Source: an optimization exercise on an open RTL-to-GDS flow (aim: small area). Production flows keep margins and buffers that such runs may drop.
In this exercise RTL edits were held to simulation tests only and were not proved equivalent to the original.
Power figures rest on the tool's default switching activity, not on a simulated workload.

==> nickel: inputs <==
Design sigmoid_sweep_harness, start of the top module:
module sigmoid_sweep_harness (
  input  wire         clk,
  input  wire         rst,
  input  wire         start,
  input  wire [15:0]  base,
  input  wire [15:0]  step,
  input  wire [8:0]   count,
  output logic        dut_valid_in,
  output logic [15:0] dut_data_in,
  input  wire         dut_valid_out,
  input  wire [15:0]  dut_data_out,
  input  wire [7:0]   rd_addr,
  output logic [15:0] rd_data,
  output logic        busy,
  output logic        done,
  output logic        timeout_err,
  output logic [8:0]  n_captured
);
  localparam int NR = 64;    
  localparam int S  = 4;     
  logic [1:0]  r_state;
  logic [15:0] r_step;
  logic [7:0]  r_lenm1;           
  logic        r_last;            
  logic [5:0]  r_timer;
  localparam logic [1:0] IDLE = 2'd0, WAIT_HI = 2'd1, WAIT_LO = 2'd2;
  wire w_wr  = (r_state == WAIT_HI) && dut_valid_out;
  wire w_tmo = (r_timer == 6'd63);
  always_ff @(posedge clk or posedge rst) begin
    if (rst) begin
      r_state      <= IDLE;
      r_timer      <= '0;
      dut_valid_in <= 1'b0;
      dut_data_in  <= '0;
      busy         <= 1'b0;
      done         <= 1'b0;
      timeout_err  <= 1'b0;
      n_captured   <= '0;
    end else begin
      case (r_state)
        IDLE: begin
          if (start) begin
            done        <= (count == '0);
            timeout_err <= 1'b0;
            n_captured  <= '0;
            if (count != '0) begin
              r_timer      <= '0;
              dut_data_in  <= base;
              dut_valid_in <= 1'b1;
              busy         <= 1'b1;
              r_state      <= WAIT_HI;
            end
          end
        end
        WAIT_HI: begin
          if (dut_valid_out) begin
            n_captured   <= n_captured + 9'd1;
            dut_valid_in <= 1'b0;
            r_timer      <= '0;
  ...
clock: 6.0 ns
lec_check: 0
cap_margin: 20
core_margin: 2
core_utilization: 60
cts_buf_list: sky130_fd_sc_hd__clkbuf_16
cts_cluster_diameter: 50
cts_cluster_size: 24
gpl_timing_driven: 0
place_density: 0.7
slew_margin: 20
synth_hierarchical: 1
synth_minimum_keep_size: 0
run.sh (not shown) runs the stock make flow with config.mk's settings and CLKGATE_MAP_FILE= SYNTH_SCRIPT=/design/flow/synth_recipe.tcl, a recipe that flattens the netlist after the stock synthesis.
==> cedar: changes against nickel <==
--- a/flow/design.v
+++ b/flow/design.v
@@ -169,82 +169,83 @@
       always_ff @(posedge clk) r_ring[r*S + q] <= r_ring[r*S + q + 1];
     end
     always_ff @(posedge clk) r_ring[r*S + S - 1] <= w_in;
   end
   wire       w_r0 = (rd_addr == 8'd0);
   wire [1:0] w_rq = rd_addr[1:0] - r_ph;        
   wire w_m0 = f_v[0] && (f_addr[0] == rd_addr);
   wire w_m1 = f_v[1] && (f_addr[1] == rd_addr);
-  logic [NR-1:0]      w_rhot;
-  logic [S-1:0]       w_qhot;
-  wire  [NR*S-1:0]    w_sel;
+  logic [NR*S-1:0]    w_sel;
   logic [16*NR*S-1:0] w_src;
   always_comb begin
     integer r, q;
-    for (r = 0; r < NR; r = r + 1) w_rhot[r] = (rd_addr[7:2] == r[5:0]);
-    for (q = 0; q < S; q = q + 1)  w_qhot[q] = (w_rq == q[1:0]);
-    for (r = 0; r < NR*S; r = r + 1) w_src[16*r +: 16] = r_ring[r];
-  end
-  for (genvar r = 0; r < NR; r++) begin : g_dec
-    for (genvar q = 0; q < S; q++) begin : g_q
-      ssh_and2 u (.a(w_rhot[r]), .b(w_qhot[q]), .y(w_sel[r*S + q]));
-    end
-  end
-  wire [2:0] w_tor [16];                      
+    for (r = 0; r < NR; r = r + 1)
+      for (q = 0; q < S; q = q + 1) begin
+        w_sel[r*S + q] = (rd_addr[7:2] == r[5:0]) && (w_rq == q[1:0]);
+        w_src[16*(r*S + q) +: 16] = r_ring[r*S + q];
+      end
+  end
+  wire [15:0] w_tn;
   for (genvar b = 0; b < 16; b++) begin : g_tree
     wire [85:0] g;
     wire [21:0] h;
     wire [10:0] k;
     wire [2:0]  m;
-    for (genvar i = 0; i < 85; i++) begin : g_l1
+    for (genvar i = 0; i < 84; i++) begin : g_l1
       ssh_aoi222 u (
         .a0(w_sel[3*i]),     .b0(w_src[16*(3*i) + b]),
         .a1(w_sel[3*i + 1]), .b1(w_src[16*(3*i + 1) + b]),
         .a2(w_sel[3*i + 2]), .b2(w_src[16*(3*i + 2) + b]),
         .y(g[i]));
     end
-    ssh_nand2 u_l1b (.a(w_sel[255]), .b(w_src[16*255 + b]), .y(g[85]));
+    for (genvar i = 0; i < 2; i++) begin : g_l1b
+      ssh_aoi22 u (
+        .a0(w_sel[252 + 2*i]),     .b0(w_src[16*(252 + 2*i) + b]),
+        .a1(w_sel[252 + 2*i + 1]), .b1(w_src[16*(252 + 2*i + 1) + b]),
+        .y(g[84 + i]));
+    end
     for (genvar i = 0; i < 21; i++) begin : g_l2
       ssh_nand4 u (.a(g[4*i]), .b(g[4*i + 1]), .c(g[4*i + 2]), .d(g[4*i + 3]), .y(h[i]));
     end
     ssh_nand2 u_l2b (.a(g[84]), .b(g[85]), .y(h[21]));
     for (genvar i = 0; i < 11; i++) begin : g_l3
       ssh_nor2 u (.a(h[2*i]), .b(h[2*i + 1]), .y(k[i]));
     end
     ssh_nand4 u_l4a (.a(k[0]), .b(k[1]), .c(k[2]), .d(k[3]), .y(m[0]));
     ssh_nand4 u_l4b (.a(k[4]), .b(k[5]), .c(k[6]), .d(k[7]), .y(m[1]));
     ssh_nand3 u_l4c (.a(k[8]), .b(k[9]), .c(k[10]), .y(m[2]));
-    assign w_tor[b] = m;
+    ssh_nor3  u_l5  (.a(m[0]), .b(m[1]), .c(m[2]), .y(w_tn[b]));
   end
   wire w_rpol = r_lap ^ (rd_addr[1:0] < r_ph) ^ (rd_addr[1:0] != 2'd3);
   always_ff @(posedge clk or posedge rst) begin
     if (rst)       rd_data <= '0;
     else if (w_m0) rd_data <= f_data[0];
     else if (w_m1) rd_data <= f_data[1];
     else if (w_r0) rd_data <= r_w0;
-    else begin
-      for (int b = 0; b < 16; b++) rd_data[b] <= (|w_tor[b]) ^ w_rpol;
-    end
+    else           rd_data <= ~w_tn ^ {16{w_rpol}};
   end
 endmodule
 module ssh_nand4 (input wire a, b, c, d, output wire y);
   assign y = ~(a & b & c & d);
 endmodule
 module ssh_nand3 (input wire a, b, c, output wire y);
   assign y = ~(a & b & c);
 endmodule
-module ssh_and2 (input wire a, b, output wire y);
-  assign y = a & b;
-endmodule
 module ssh_nand2 (input wire a, b, output wire y);
   assign y = ~(a & b);
 endmodule
+module ssh_nor3 (input wire a, b, c, output wire y);
+  assign y = ~(a | b | c);
+endmodule
 module ssh_nor2 (input wire a, b, output wire y);
   assign y = ~(a | b);
 endmodule
 module ssh_o22ai (input wire a1, a2, b1, b2, output wire y);
   assign y = ~((a1 | a2) & (b1 | b2));
 endmodule
+module ssh_aoi22 (input wire a0, b0, a1, b1, output wire y);
+  assign y = ~((a0 & b0) | (a1 & b1));
+endmodule
 module ssh_aoi222 (input wire a0, b0, a1, b1, a2, b2, output wire y);
   assign y = ~((a0 & b0) | (a1 & b1) | (a2 & b2));
 endmodule
 `default_nettype wire
==> flow/config.mk (replaced) <==
export PLATFORM = sky130hd
export DESIGN_NAME = sigmoid_sweep_harness
export DESIGN_NICKNAME = sigmoid_sweep_harness
export VERILOG_FILES = /design/flow/design.v
export SDC_FILE = /design/flow/constraint.sdc
export NUM_CORES = 4
export LEC_CHECK = 0
export CAP_MARGIN = 20
export CORE_MARGIN = 2
export CORE_UTILIZATION = 65
export CTS_BUF_LIST = sky130_fd_sc_hd__clkbuf_4 sky130_fd_sc_hd__clkbuf_8
export PLACE_DENSITY = 0.75
export SLEW_MARGIN = 20
export SYNTH_HIERARCHICAL = 1
export SYNTH_MINIMUM_KEEP_SIZE = 0
==> zinc: changes against nickel <==
--- a/flow/design.v
+++ b/flow/design.v
@@ -152,46 +152,58 @@
     end
   end
   always_ff @(posedge clk) begin
     if (w_push) begin
       f_addr[f_wp] <= w_wa;
       f_data[f_wp] <= dut_data_out;
     end
   end
+  logic [7:0] w_phi, w_plo;
+  always_comb begin
+    integer i;
+    for (i = 0; i < 8; i = i + 1) begin
+      w_phi[i] = w_pv && (w_pring[5:3] == i[2:0]);
+      w_plo[i] = (w_pring[2:0] == i[2:0]);
+    end
+  end
   for (genvar r = 0; r < NR; r++) begin : g_ring
-    wire w_pe  = w_pv && (w_pring == 6'(r));
-    wire w_pen = !w_pe;
+    wire w_pe, w_pen;
+    ssh_and2  u_pe  (.a(w_phi[r / 8]), .b(w_plo[r % 8]), .y(w_pe));
+    ssh_nand2 u_pen (.a(w_phi[r / 8]), .b(w_plo[r % 8]), .y(w_pen));
     wire [15:0] w_in;
     for (genvar b = 0; b < 16; b++) begin : g_port
       ssh_o22ai u_port (.a1(w_pen), .a2(w_busx[b]), .b1(w_pe), .b2(r_ring[r*S][b]),
                         .y(w_in[b]));
     end
     for (genvar q = 0; q < S - 1; q++) begin : g_pos
       always_ff @(posedge clk) r_ring[r*S + q] <= r_ring[r*S + q + 1];
     end
     always_ff @(posedge clk) r_ring[r*S + S - 1] <= w_in;
   end
   wire       w_r0 = (rd_addr == 8'd0);
   wire [1:0] w_rq = rd_addr[1:0] - r_ph;        
   wire w_m0 = f_v[0] && (f_addr[0] == rd_addr);
   wire w_m1 = f_v[1] && (f_addr[1] == rd_addr);
-  logic [NR-1:0]      w_rhot;
+  logic [7:0]         w_rhi, w_rlo;
   logic [S-1:0]       w_qhot;
   wire  [NR*S-1:0]    w_sel;
   logic [16*NR*S-1:0] w_src;
   always_comb begin
-    integer r, q;
-    for (r = 0; r < NR; r = r + 1) w_rhot[r] = (rd_addr[7:2] == r[5:0]);
-    for (q = 0; q < S; q = q + 1)  w_qhot[q] = (w_rq == q[1:0]);
-    for (r = 0; r < NR*S; r = r + 1) w_src[16*r +: 16] = r_ring[r];
+    integer i;
+    for (i = 0; i < 8; i = i + 1) begin
+      w_rhi[i] = (rd_addr[7:5] == i[2:0]);
+      w_rlo[i] = (rd_addr[4:2] == i[2:0]);
+    end
+    for (i = 0; i < S; i = i + 1)  w_qhot[i] = (w_rq == i[1:0]);
+    for (i = 0; i < NR*S; i = i + 1) w_src[16*i +: 16] = r_ring[i];
   end
   for (genvar r = 0; r < NR; r++) begin : g_dec
     for (genvar q = 0; q < S; q++) begin : g_q
-      ssh_and2 u (.a(w_rhot[r]), .b(w_qhot[q]), .y(w_sel[r*S + q]));
+      ssh_and3 u (.a(w_rhi[r / 8]), .b(w_rlo[r % 8]), .c(w_qhot[q]), .y(w_sel[r*S + q]));
     end
   end
   wire [2:0] w_tor [16];                      
   for (genvar b = 0; b < 16; b++) begin : g_tree
     wire [85:0] g;
     wire [21:0] h;
     wire [10:0] k;
     wire [2:0]  m;
@@ -227,16 +239,19 @@
   end
 endmodule
 module ssh_nand4 (input wire a, b, c, d, output wire y);
   assign y = ~(a & b & c & d);
 endmodule
 module ssh_nand3 (input wire a, b, c, output wire y);
   assign y = ~(a & b & c);
 endmodule
+module ssh_and3 (input wire a, b, c, output wire y);
+  assign y = a & b & c;
+endmodule
 module ssh_and2 (input wire a, b, output wire y);
   assign y = a & b;
 endmodule
 module ssh_nand2 (input wire a, b, output wire y);
   assign y = ~(a & b);
 endmodule
 module ssh_nor2 (input wire a, b, output wire y);
   assign y = ~(a | b);
==> flow/config.mk (replaced) <==
export PLATFORM = sky130hd
export DESIGN_NAME = sigmoid_sweep_harness
export DESIGN_NICKNAME = sigmoid_sweep_harness
export VERILOG_FILES = /design/flow/design.v
export SDC_FILE = /design/flow/constraint.sdc
export NUM_CORES = 4
export LEC_CHECK = 0
export CAP_MARGIN = 20
export CORE_MARGIN = 2
export CORE_UTILIZATION = 60
export CTS_BUF_LIST = sky130_fd_sc_hd__clkbuf_16
export CTS_CLUSTER_DIAMETER = 60
export CTS_CLUSTER_SIZE = 28
export GPL_TIMING_DRIVEN = 0
export PLACE_DENSITY = 0.7
export SETUP_SLACK_MARGIN = 0.2
export SLEW_MARGIN = 20
export SYNTH_HIERARCHICAL = 1
export SYNTH_MINIMUM_KEEP_SIZE = 0
==> qor summary <==
| metric | cedar | nickel | zinc |
|---|---|---|---|
| Total of plain and repair buffers excluding clock buffers | 813 | 374 | 341 |
| Total number of cells along the worst setup path | 22 | 15 | 18 |
| Final GP Congestion | 0.9420 | 0.8991 | 0.8983 |
| Post-Synth Adder-Cell Area | 0.3139% | 0.3143% | 0.3157% |
| Rel. slew slack | 14.87% | 14.41% | 22.94% |
| Multi-input gates | 4032 | 4022 | 3953 |
| GRT met3 Usage | 11.92% | 10.01% | 8.247% |
| Endpoint of the most critical setup path | rd_data[8] | rd_data[12] | rd_data[10] |
| Skew-Pair Late Insertion Delay | 1.10 ns | 0.97 ns | 0.88 ns |
| Detailed-routed wire length on met3 | 50020 µm | 44200 µm | 42250 µm |
| Setup slack after layout | 0.1853 ns | -0.05526 ns | 0.1592 ns |
| Result of the run | finished clean | finished with violations | finished clean |
| Layout check failures | - | setup timing | - |
| Net count after synthesis | 8498 | 8447 | 8358 |
| Power in sequential cells | 29.9 mW | 29.6 mW | 29.9 mW |
| Non-Clock Buffer Area Fraction | 5.268% | 2.951% | 2.907% |
| Share of cell area taken by muxes after synthesis | 0.4987% | 0.7105% | 0.3384% |
| Highest fanout seen on the critical path | 14 | 16 | 22 |
| Part of the total power dissipated in sequential elements | 51.3% | 54.6% | 60.3% |
| Critical path data required time | 6.99 ns | 6.83 ns | 6.75 ns |
| Initial antenna violation count | 11 | 30 | 30 |
| Drt total wl | 385100 µm | 377700 µm | 359700 µm |
| Number of buffers created by CTS | 626 | 278 | 193 |
| Detail-routed net length per standard cell | 30.68 µm | 32.35 µm | 31.49 µm |

separate check: timing with driven ports:
How much do the figures lean on ideal ports? The routed layouts below were timed once more, with nothing changed but the port constraints.
Step 1: set_driving_cell puts a clkbuf_16 on clk and a buf_2 on each other input, an assumption about the parent block.
Step 2 moves the port delays by t, midway between the first and last clock arrival at a register: inputs arrive t later, outputs are due t later. That takes back most of the time a late clock gives input paths.
Slacks: ideal ports / drivers / drivers and shift; pairs: ideal ports / drivers.
run | t, ns | setup WS [ns] | latest minus earliest clock arrival (ns)
nickel | 1.047 | -0.055 / -0.150 / -1.197 | 0.054 / 0.054
cedar | 1.165 | 0.185 / 0.252 / -0.913 | 0.058 / 0.058
zinc | 0.948 | 0.159 / 0.119 / -0.829 | 0.061 / 0.062
Met with ideal ports but missed after step 2: setup timing in cedar and zinc. For nickel, which loses most, drivers alone change the setup slack by -0.095 ns; drivers and shift together by -1.142 ns.
